Background: an optimization exercise with open tools, aiming at small area, a short achievable clock period and few clock cycles. Do not read the settings as production practice. In this exercise RTL edits were held to simulation tests only and were not proved equivalent to the original.

==> job 4981: inputs <==
## elgamal_byte_verifier_top
module elgamal_byte_verifier_top (
   input  logic                              clock,
   input  logic                              reset,
   input  logic                              req_valid,
   output logic                              req_ready,
   input  logic [72:0]                       req_data,
   output logic                              rsp_valid,
   input  logic                              rsp_ready,
   output logic [2:0]                        rsp_data,
   input  logic                              psel,
   input  logic                              penable,
   input  logic                              pwrite,
   input  logic [3:0]                        paddr,
   input  logic [31:0]                       pwdata,
   output logic [31:0]                       prdata,
   output logic                              pready
);
   logic [ebv_pkg::ModBits-1:0] mod_ff, gen_ff, pub_ff;
   logic                        wr_en;
   assign pready = 1'b1;
   assign wr_en  = psel && penable && pwrite && (paddr[1:0] == 2'b00);
   always_ff @(posedge clock) begin
      if (reset) begin
         mod_ff <= ebv_pkg::ModulusReset;
         gen_ff <= ebv_pkg::GeneratorReset;
         pub_ff <= ebv_pkg::PublicReset;
      end else if (wr_en) begin
         if (paddr[3:2] == ebv_pkg::RegModulus)   mod_ff <= pwdata;
         if (paddr[3:2] == ebv_pkg::RegGenerator) gen_ff <= pwdata;
         if (paddr[3:2] == ebv_pkg::RegPublic)    pub_ff <= pwdata;
      end
  ...
make LEC_CHECK=0 CAP_MARGIN=30 CORE_MARGIN=2 CORE_UTILIZATION=60 SETUP_SLACK_MARGIN=3.2 SLEW_MARGIN=30 finish   # period 8.0 ns
run.sh (not shown) runs the stock make flow with config.mk's settings and CLKGATE_MAP_FILE= SYNTH_SCRIPT=/design/flow/synth_recipe.tcl, a recipe that flattens the netlist after the stock synthesis.
==> inputs of job 6434, as changes to job 4981 <==
--- a/flow/design.v
+++ b/flow/design.v
@@ -7,37 +7,45 @@
    localparam logic [ModBits-1:0] GeneratorReset = 32'd2;
    localparam logic [ModBits-1:0] PublicReset    = 32'd1;
    localparam logic [1:0] RegModulus   = 2'd0;
    localparam logic [1:0] RegGenerator = 2'd1;
    localparam logic [1:0] RegPublic    = 2'd2;
    localparam int unsigned MulK      = 4;
-   localparam int unsigned MulCycles = 9;
+   localparam int unsigned MulCycles = 8;
    localparam int unsigned MontSteps = MulK * MulCycles;
-   localparam logic [ModBits-1:0] R2Reset = 32'd27486;
+   localparam logic [ModBits-1:0] R2Reset = 32'd18156;
 endpackage
 module ebv_modmul (
    input  logic        clock,
    input  logic        run,       
    input  logic [3:0]  a_dig,     
-   input  logic [32:0] b,
+   input  logic [31:0] b,
    input  logic [31:0] modulus,
    input  logic [33:0] tp,        
    input  logic [3:0]  pinv,      
    input  logic [3:0]  ab_low,    
-   output logic [32:0] res
+   input  logic        ld,        
+   input  logic [31:0] ld_val,
+   input  logic        dbl,       
+   output logic [31:0] res,
+   output logic [3:0]  sum_lo,    
+   output logic [3:0]  dif_lo,    
+   output logic        lt,        
+   output logic        m1         
 );
    localparam int W = 40;
    logic [33:0] ss_ff, sc_ff;
    logic [7:0]  lo_ff;            
    logic        ci;
    logic [W-1:0] r_s, r_c, a0, a1, a2, a3, ql, qh;
    logic [W-1:0] e1s, e1c, e2s, e2c, e3s, e3c, es, ec;
    logic [W-1:0] f1s, f1c, os, oc;
    logic [3:0]  t, q;
    logic [1:0]  cy2;
-   logic [33:0] sum;
+   logic [34:0] sum, dif;
+   logic [33:0] ds, dc;
    function automatic logic [2*W-1:0] csa(input logic [W-1:0] x, input logic [W-1:0] y,
                                           input logic [W-1:0] z);
       logic [W-1:0] s, c;
       s = x ^ y ^ z;
       c = {((x & y) | (x & z) | (y & z)), 1'b0};
       csa = {s, c};
@@ -587,22 +595,30 @@
       {e1s, e1c} = csa(r_s, r_c, a0);
       {e2s, e2c} = csa(a1, a2, a3);
       {e3s, e3c} = csa(e1s, e1c, e2s);
       {es, ec}   = csa(e3s, e3c, e2c);
       {f1s, f1c} = csa(es, ec, ql);
       {os, oc}   = csa(f1s, f1c, qh);
-      sum = ss_ff + sc_ff + {33'd0, ci};
-      res = sum[32:0];
+      sum = {1'b0, ss_ff} + {1'b0, sc_ff} + {34'd0, ci};
+      ds  = ss_ff ^ sc_ff ^ {2'b11, ~modulus};
+      dc  = {(ss_ff[32:0] & sc_ff[32:0]) | (ss_ff[32:0] & {1'b1, ~modulus}) |
+             (sc_ff[32:0] & {1'b1, ~modulus}), ci};
+      dif = {1'b1, ds} + {1'b0, dc} + 35'd1;
+      res = dif[34] ? sum[31:0] : dif[31:0];
+      lt  = dif[34];
+      sum_lo = sum[3:0];
+      dif_lo = dif[3:0];
+      m1  = &dif;
    end
    always_ff @(posedge clock) begin
       if (run) begin
          ss_ff <= os[37:4];
          sc_ff <= oc[37:4];
          lo_ff <= {os[3:0], oc[3:0]};
       end else begin
-         ss_ff <= '0;
+         ss_ff <= ld ? {2'b00, ld_val} : (dbl ? {res, 1'b0} : '0);
          sc_ff <= '0;
          lo_ff <= '0;
       end
    end
 endmodule
 module ebv_seq (
@@ -628,17 +644,17 @@
                           S_YRED = 5'd16, S_DONE = 5'd17, S_CMP  = 5'd18, S_CHKS = 5'd19,
                           S_CHKD = 5'd20;
    localparam logic [2:0] A_ACC = 3'd0, A_Y = 3'd1, A_R = 3'd2, A_G = 3'd3, A_ONE = 3'd4,
                           A_BG = 3'd5, A_BY = 3'd6, A_TAB = 3'd7;
    logic [4:0]  state_ff, state_in, follow_ff, follow;
    logic [3:0]  cnt_ff, cnt_in;
-   logic [32:0] acc_ff, acc_in;
-   logic [32:0] by_ff, br_ff, byr_ff, bg_ff;
+   logic [31:0] acc_ff, acc_in;
+   logic [31:0] by_ff, br_ff, byr_ff, bg_ff;
    logic [31:0] r2_ff;
-   logic [33:0] tp_ff;
-   logic [3:0]  pinv, a_dig_ff, a_dig_in, ab_low_ff;
+   logic [33:0] tp;
+   logic [3:0]  pinv, a_dig_ff, a_dig_in, ab_low_ff, ab_low_in;
    logic        dirty_ff;
    logic        yok_ff;           
    logic [4:0]  ei_ff, ei_in;
    logic [2:0]  hi_ff, hi_in;
    logic [1:0]  tsel_ff;
    logic        hb_ff, hz_ff, nz_ff, rlt_ff, slt_ff, sm1_ff, ok_ff;
@@ -647,17 +663,18 @@
    logic [2:0]  out_ff;
    logic [7:0]  h_in;
    logic [31:0] r_in, s_in;
    logic        last_in, rs_bit, accept;
    logic        mm, mm_last, all_v, acc_mm;
    logic [2:0]  asel_in, asel_cur;
-   logic [3:0]  a_mid, a_first, acc_low_in;
-   logic [32:0] tab, mres, a_src;
-   logic [35:0] a_ext;
-   logic [34:0] red_d;
-   logic [32:0] red;
+   logic [3:0]  a_mid, a_other, acc_low_in, res_sum_lo, res_dif_lo;
+   logic [3:0]  acc_lo_s, acc_lo_d, a_first_s, a_first_d;
+   logic [31:0] tab, mres, a_src;
+   logic [31:0] a_ext;
+   logic        mlt, mm1, ld, dbl;
+   logic [31:0] ld_val;
    logic [ebv_pkg::CountBits-1:0] count_inc;
    assign h_in    = req_data[72:65];
    assign r_in    = req_data[64:33];
    assign s_in    = req_data[32:1];
    assign last_in = req_data[0];
    assign rs_bit   = r_in[ei_ff] | s_in[ei_ff];
@@ -671,22 +688,30 @@
       unique case ((state_ff == S_GRED) ? 2'b01 : tsel_ff)
          2'b10:   tab = by_ff;
          2'b01:   tab = br_ff;
          default: tab = byr_ff;
       endcase
    end
+   assign tp = {2'b00, modulus} + {1'b0, modulus, 1'b0};
    ebv_modmul u_mul (
       .clock   (clock),
       .run     (mm && !mm_last),
       .a_dig   (a_dig_ff),
       .b       (acc_ff),
       .modulus (modulus),
-      .tp      (tp_ff),
+      .tp      (tp),
       .pinv    (pinv),
       .ab_low  (ab_low_ff),
-      .res     (mres)
+      .ld      (ld || (state_ff == S_IDLE && dirty_ff)),
+      .ld_val  (ld_val),
+      .dbl     (dbl),
+      .res     (mres),
+      .sum_lo  (res_sum_lo),
+      .dif_lo  (res_dif_lo),
+      .lt      (mlt),
+      .m1      (mm1)
    );
    always_comb begin
       unique case (modulus[3:1])
          3'd0: pinv = 4'd15;
          3'd1: pinv = 4'd5;
          3'd2: pinv = 4'd3;
@@ -694,14 +719,15 @@
          3'd4: pinv = 4'd7;
          3'd5: pinv = 4'd13;
          3'd6: pinv = 4'd11;
          default: pinv = 4'd1;
       endcase
    end
-   assign red_d = {2'b00, acc_ff} - {3'b000, modulus};
-   assign red   = red_d[34] ? acc_ff : red_d[32:0];
+   assign ld     = (state_ff == S_IDLE && !dirty_ff) || (state_ff == S_CHK);
+   assign ld_val = (state_ff == S_CHK) ? s_in : (dirty_ff ? 32'd2 : r_in);
+   assign dbl    = (state_ff == S_R2C);
    assign count_inc = (count_ff < ebv_pkg::CountMax) ? count_ff + 1'b1 : count_ff;
    assign all_v     = run_ff && ok_ff;
    assign req_ready = (state_ff == S_DONE) && !rv_ff;
    assign accept    = req_valid && req_ready;
    assign rsp_valid = rv_ff;
    assign rsp_data  = out_ff;
@@ -710,14 +736,14 @@
          S_CVY:   follow = S_CVR;
          S_CVR:   follow = S_CVG;
          S_CVG:   follow = (hz_ff || hi_ff == 3'd0) ? S_GRED : S_GSQ;
          S_GSQ:   follow = hb_ff ? S_GMUL : ((hi_ff == 3'd0) ? S_GRED : S_GSQ);
          S_GMUL:  follow = (hi_ff == 3'd0) ? S_GRED : S_GSQ;
          S_CVYR:  follow = S_YTOP;
-         S_YSQ:   follow = (tsel_ff != 2'b00) ? S_YMUL : ((ei_ff == 5'd0) ? S_YRED : S_YSQ);
-         S_YMUL:  follow = (ei_ff == 5'd0) ? S_YRED : S_YSQ;
+         S_YSQ:   follow = (tsel_ff != 2'b00) ? S_YMUL : ((ei_ff == 5'd0) ? S_CMP : S_YSQ);
+         S_YMUL:  follow = (ei_ff == 5'd0) ? S_CMP : S_YSQ;
          default: follow = S_IDLE;
       endcase
    end
    always_comb begin
       state_in = state_ff;
       cnt_in   = (mm && !mm_last) ? cnt_ff + 4'd1 : 4'd0;
@@ -740,64 +766,55 @@
          if (follow_ff == S_YSQ) ei_in = ei_ff - 5'd1;
       end
       unique case (state_ff)
          S_IDLE: begin
             if (dirty_ff) begin
                {hi_in, ei_in} = 8'd0;
-               acc_in   = 33'd2;
                state_in = S_R2C;
             end else begin
                ei_in = 5'd31;
                hi_in = 3'd7;
                if (req_valid) begin
-                  acc_in   = {1'b0, r_in};
                   state_in = S_CHK;
                end
             end
          end
          S_R2C: begin
-            acc_in = {red[31:0], 1'b0};
             {hi_in, ei_in} = {hi_ff, ei_ff} + 8'd1;
             if ({hi_ff, ei_ff} == 8'(2 * ebv_pkg::MontSteps - 1)) state_in = S_IDLE;
             if (mod_write) state_in = S_IDLE;
          end
          S_CHK: begin
-            acc_in   = {1'b0, s_in};
             state_in = S_CHKS;
          end
          S_CHKS: state_in = S_CHKD;
          S_CHKD: state_in = (nz_ff && rlt_ff && slt_ff && !sm1_ff) ? S_LDR2 : S_DONE;
          S_LDR2: begin
-            acc_in   = {1'b0, r2_ff};
+            acc_in   = r2_ff;
             state_in = yok_ff ? S_CVR : S_CVY;
          end
          S_GRED: begin
             acc_in   = tab;
             state_in = S_CVYR;
          end
          S_YTOP: if (tsel_ff != 2'b00) state_in = S_YLD;
          S_YLD: begin
             acc_in = tab;
-            if (ei_ff == 5'd0) state_in = S_YRED;
+            if (ei_ff == 5'd0) state_in = S_CMP;
             else begin
                ei_in    = ei_ff - 5'd1;
                state_in = S_YSQ;
             end
          end
-         S_YRED: begin
-            acc_in   = red;
-            state_in = S_CMP;
-         end
          S_CMP: state_in = S_DONE;
          S_DONE: if (accept) state_in = S_IDLE;
          default: ;
       endcase
    end
    always_comb begin
       acc_low_in = acc_ff[3:0];
-      if (mm && mm_last && acc_mm) acc_low_in = mres[3:0];
       unique case (state_ff)
          S_LDR2:         acc_low_in = r2_ff[3:0];
          S_GRED, S_YLD:  acc_low_in = tab[3:0];
          default: ;
       endcase
    end
@@ -829,44 +846,56 @@
       unique case (state_ff)
          S_LDR2:  asel_in = yok_ff ? A_R : A_Y;
          S_GRED:  asel_in = A_BY;
          default: asel_in = (mm && mm_last) ? asel_of(follow_ff, hz_ff) : A_ACC;
       endcase
       unique case (asel_cur)
-         A_Y:     a_src = {1'b0, public_value};
+         A_Y:     a_src = public_value;
          A_R:     a_src = br_ff;
-         A_G:     a_src = {1'b0, generator};
-         A_ONE:   a_src = 33'd1;
+         A_G:     a_src = generator;
+         A_ONE:   a_src = 32'd1;
          A_BG:    a_src = bg_ff;
          A_BY:    a_src = by_ff;
          A_TAB:   a_src = tab;
          default: a_src = acc_ff;
       endcase
-      a_ext   = 36'(a_src);
+      a_ext   = 32'(a_src);
       unique case (cnt_ff)
          4'd0:    a_mid = a_ext[7:4];
          4'd1:    a_mid = a_ext[11:8];
          4'd2:    a_mid = a_ext[15:12];
          4'd3:    a_mid = a_ext[19:16];
          4'd4:    a_mid = a_ext[23:20];
          4'd5:    a_mid = a_ext[27:24];
          4'd6:    a_mid = a_ext[31:28];
-         4'd7:    a_mid = a_ext[35:32];
          default: a_mid = 4'd0;
       endcase
       unique case (asel_in)
-         A_Y:     a_first = public_value[3:0];
-         A_R:     a_first = br_ff[3:0];
-         A_G:     a_first = generator[3:0];
-         A_ONE:   a_first = 4'd1;
-         A_BG:    a_first = bg_ff[3:0];
-         A_BY:    a_first = by_ff[3:0];
-         A_TAB:   a_first = tab[3:0];
-         default: a_first = acc_low_in;
-      endcase
-      a_dig_in = (mm && !mm_last) ? a_mid : a_first;
+         A_Y:     a_other = public_value[3:0];
+         A_R:     a_other = br_ff[3:0];
+         A_G:     a_other = generator[3:0];
+         A_ONE:   a_other = 4'd1;
+         A_BG:    a_other = bg_ff[3:0];
+         A_BY:    a_other = by_ff[3:0];
+         A_TAB:   a_other = tab[3:0];
+         default: a_other = 4'd0;
+      endcase
+      acc_lo_s  = (mm && mm_last && acc_mm) ? res_sum_lo : acc_low_in;
+      acc_lo_d  = (mm && mm_last && acc_mm) ? res_dif_lo : acc_low_in;
+      a_first_s = (asel_in == A_ACC) ? acc_lo_s : a_other;
+      a_first_d = (asel_in == A_ACC) ? acc_lo_d : a_other;
+      if (mm && !mm_last) begin
+         a_dig_in  = a_mid;
+         ab_low_in = mul4(a_mid, acc_ff[3:0]);
+      end else if (mlt) begin
+         a_dig_in  = a_first_s;
+         ab_low_in = mul4(a_first_s, acc_lo_s);
+      end else begin
+         a_dig_in  = a_first_d;
+         ab_low_in = mul4(a_first_d, acc_lo_d);
+      end
    end
    always_ff @(posedge clock) begin
       if (reset) begin
          state_ff <= S_IDLE;
          dirty_ff <= 1'b0;
          yok_ff   <= 1'b0;
@@ -878,13 +907,13 @@
          state_ff <= state_in;
          if (mod_write || pub_write) yok_ff <= 1'b0;
          else if (mm && mm_last && state_ff == S_CVY) yok_ff <= 1'b1;
          if (mod_write) dirty_ff <= 1'b1;
          else if (state_ff == S_R2C && state_in == S_IDLE) dirty_ff <= 1'b0;
          if (state_ff == S_R2C && {hi_ff, ei_ff} == 8'(2 * ebv_pkg::MontSteps - 1))
-            r2_ff <= red[31:0];
+            r2_ff <= mres[31:0];
          if (rv_ff && rsp_ready) rv_ff <= 1'b0;
          if (accept) begin
             rv_ff <= 1'b1;
             if (last_in) begin
                count_ff <= '0;
                run_ff   <= 1'b1;
@@ -895,29 +924,28 @@
          end
       end
       cnt_ff    <= cnt_in;
       follow_ff <= follow;
       acc_ff    <= acc_in;
       a_dig_ff  <= a_dig_in;
-      ab_low_ff <= mul4(a_dig_in, acc_low_in);
+      ab_low_ff <= ab_low_in;
       ei_ff     <= ei_in;
       hi_ff     <= hi_in;
       tsel_ff   <= {r_in[ei_ff], s_in[ei_ff]};
       hb_ff     <= h_in[hi_ff];
       hz_ff     <= (hi_ff == 3'd0) && !h_in[0];
-      tp_ff     <= {2'b00, modulus} + {1'b0, modulus, 1'b0};
       nz_ff     <= (modulus >= 32'd3) && (r_in != 32'd0) && (s_in != 32'd0);
-      rlt_ff    <= (state_ff == S_CHKS) ? rlt_ff : red_d[34];
-      slt_ff    <= red_d[34];
-      sm1_ff    <= &red_d;
+      rlt_ff    <= (state_ff == S_CHKS) ? rlt_ff : mlt;
+      slt_ff    <= mlt;
+      sm1_ff    <= mm1;
       if (mm && mm_last && state_ff == S_CVR) br_ff <= mres;
-      else if (state_ff == S_CHK) br_ff <= {1'b0, r_in};
+      else if (state_ff == S_CHK) br_ff <= r_in;
       if (mm && mm_last && state_ff == S_CVY) by_ff <= mres;
       if (mm && mm_last && state_ff == S_CVYR) byr_ff <= mres;
       if (mm && mm_last && state_ff == S_CVG) bg_ff <= mres;
-      else if (state_ff == S_GRED) bg_ff <= red;
+      else if (state_ff == S_GRED) bg_ff <= acc_ff;
       if (state_ff == S_CHKD) ok_ff <= 1'b0;
       if (state_ff == S_CMP) ok_ff <= (acc_ff == bg_ff);
       if (accept) begin
          out_ff[2] <= ok_ff;
          out_ff[0] <= last_in;
          out_ff[1] <= last_in ? (all_v && (count_inc == ebv_pkg::CountBits'(ebv_pkg::DigestBytes)))
==> inputs of job 2149, as changes to job 4981 <==
==> flow/config.mk (replaced) <==
export PLATFORM = sky130hd
export DESIGN_NAME = elgamal_byte_verifier_top
export DESIGN_NICKNAME = elgamal_byte_verifier_top
export VERILOG_FILES = /design/flow/design.v
export SDC_FILE = /design/flow/constraint.sdc
export NUM_CORES = 4
export LEC_CHECK = 0
export CAP_MARGIN = 30
export CORE_MARGIN = 2
export CORE_UTILIZATION = 40
export SETUP_SLACK_MARGIN = 3.0
export SLEW_MARGIN = 30
==> flow_metrics.py <==
metrics = {
    "outcome": {
        "status": "finished clean",
    },
    "yosys": {
        "synth_edf_count": 165,
        "synth_compound_area_share_pct": 21.4,
        "synth-simple-area-share_pct": 16.6,
        "ys_seq_elements": 412,
        "avgSynthCellArea_um2": 8.63,
    },
    "global_routing": {
        "use_met2_pct": 69.6,
        "grt_pass1_wl_um": 204000,
        "use_met1_pct": 54.9,
    },
    "worst_setup_path": {
        "slowest_stage": "a222oi_1",
        "cpPeakStageDelay_ns": 0.78,
    },
    "die": {
        "well_tap_count": 756,
        "coreArea_um2": 56700,
    },
    "cells_and_area": {
        "area_growth_pct": 16.3,
    },
}
Source of the figures above: job 6434

==> flow_metrics.py <==
metrics = {
    "worst_setup_path": {
        "cpPeakStageDelay_ns": 0.60,
        "slowest_stage": "clkdlybuf4s50_1",
    },
    "yosys": {
        "synth_compound_area_share_pct": 18.9,
        "ys_seq_elements": 452,
        "synth_edf_count": 137,
        "synth-simple-area-share_pct": 16.9,
        "avgSynthCellArea_um2": 8.77,
    },
    "min_path": {
        "whs_endpoint": "u_seq.r2_ff[10]$_SDFFE_PP0P_",
    },
    "die": {
        "well_tap_count": 765,
        "coreArea_um2": 57500,
    },
    "cells_and_area": {
        "area_growth_pct": 12.9,
        "inv_count": 302,
    },
    "outcome": {
        "status": "finished clean",
    },
    "sta": {
        "rsz0062_at_grt": "false",
    },
    "global_routing": {
        "grt_pass1_wl_um": 197000,
        "use_met2_pct": 68.6,
    },
}
Source of the figures above: job 4981

==> flow_metrics.py <==
metrics = {
    "outcome": {
        "status": "finished clean",
    },
    "die": {
        "coreArea_um2": 86300,
        "well_tap_count": 1155,
    },
    "placed_design": {
        "place_congestion": 0.942,
    },
    "worst_setup_path": {
        "slowest_stage": "o31ai_1",
        "cpPeakStageDelay_ns": 0.65,
    },
    "global_routing": {
        "grt_pass1_wl_um": 194000,
        "use_met1_pct": 36.4,
        "use_met2_pct": 46.8,
    },
    "yosys": {
        "ys_seq_elements": 452,
        "synth_top_cell_by_area": "dfxtp_1",
        "synth-main-ff-cell": "dfxtp_1",
        "synth-simple-area-share_pct": 16.9,
        "avgSynthCellArea_um2": 8.77,
        "synth_compound_area_share_pct": 18.9,
        "synth_edf_count": 137,
    },
    "cells_and_area": {
        "area_growth_pct": 14.1,
    },
    "routing": {
        "ant_nets": 0,
    },
    "sta": {
        "hold_slack_ns": 0.457,
        "clock.fmax_mhz": 202,
    },
}
Source of the figures above: job 2149

Testbench counts of job 4981, summed over its fixed seeds: cycles 339,608.
Testbench counts of job 6434, summed over its fixed seeds: cycles 305,692.
Testbench counts of job 2149, summed over its fixed seeds: cycles 339,608.

-- afterwards: timing with drivers on the ports --
The flow's constraints put no driver on any port. The routed layouts listed below were extracted and timed again, unchanged, in two steps. Step 1: set_driving_cell puts a clkbuf_16 on clock and a buf_2 on each other input, an assumption about the parent block. Step 2 times the ports against the registers' clock, not the clock port: input delays grow and output delays shrink by t, the midpoint of the rising clock arrivals with the driver on. Slacks: ideal ports / drivers / drivers and shift; pairs: ideal ports / drivers.
| run | t (ns) | setup slack, ns | pins driven straight from the clock port |
|---|---|---|---|
| job 4981 | 0.697 | 3.246 / 3.221 / 3.221 | 1 |
| job 6434 | 0.663 | 2.845 / 2.845 / 2.639 | 1 |
| job 2149 | 0.694 | 3.045 / 3.020 / 3.020 | 1 |
After both steps setup and hold are still met in every run listed. For job 6434, which loses most, drivers alone change the setup slack by 0.000 ns; drivers and shift together by -0.206 ns.
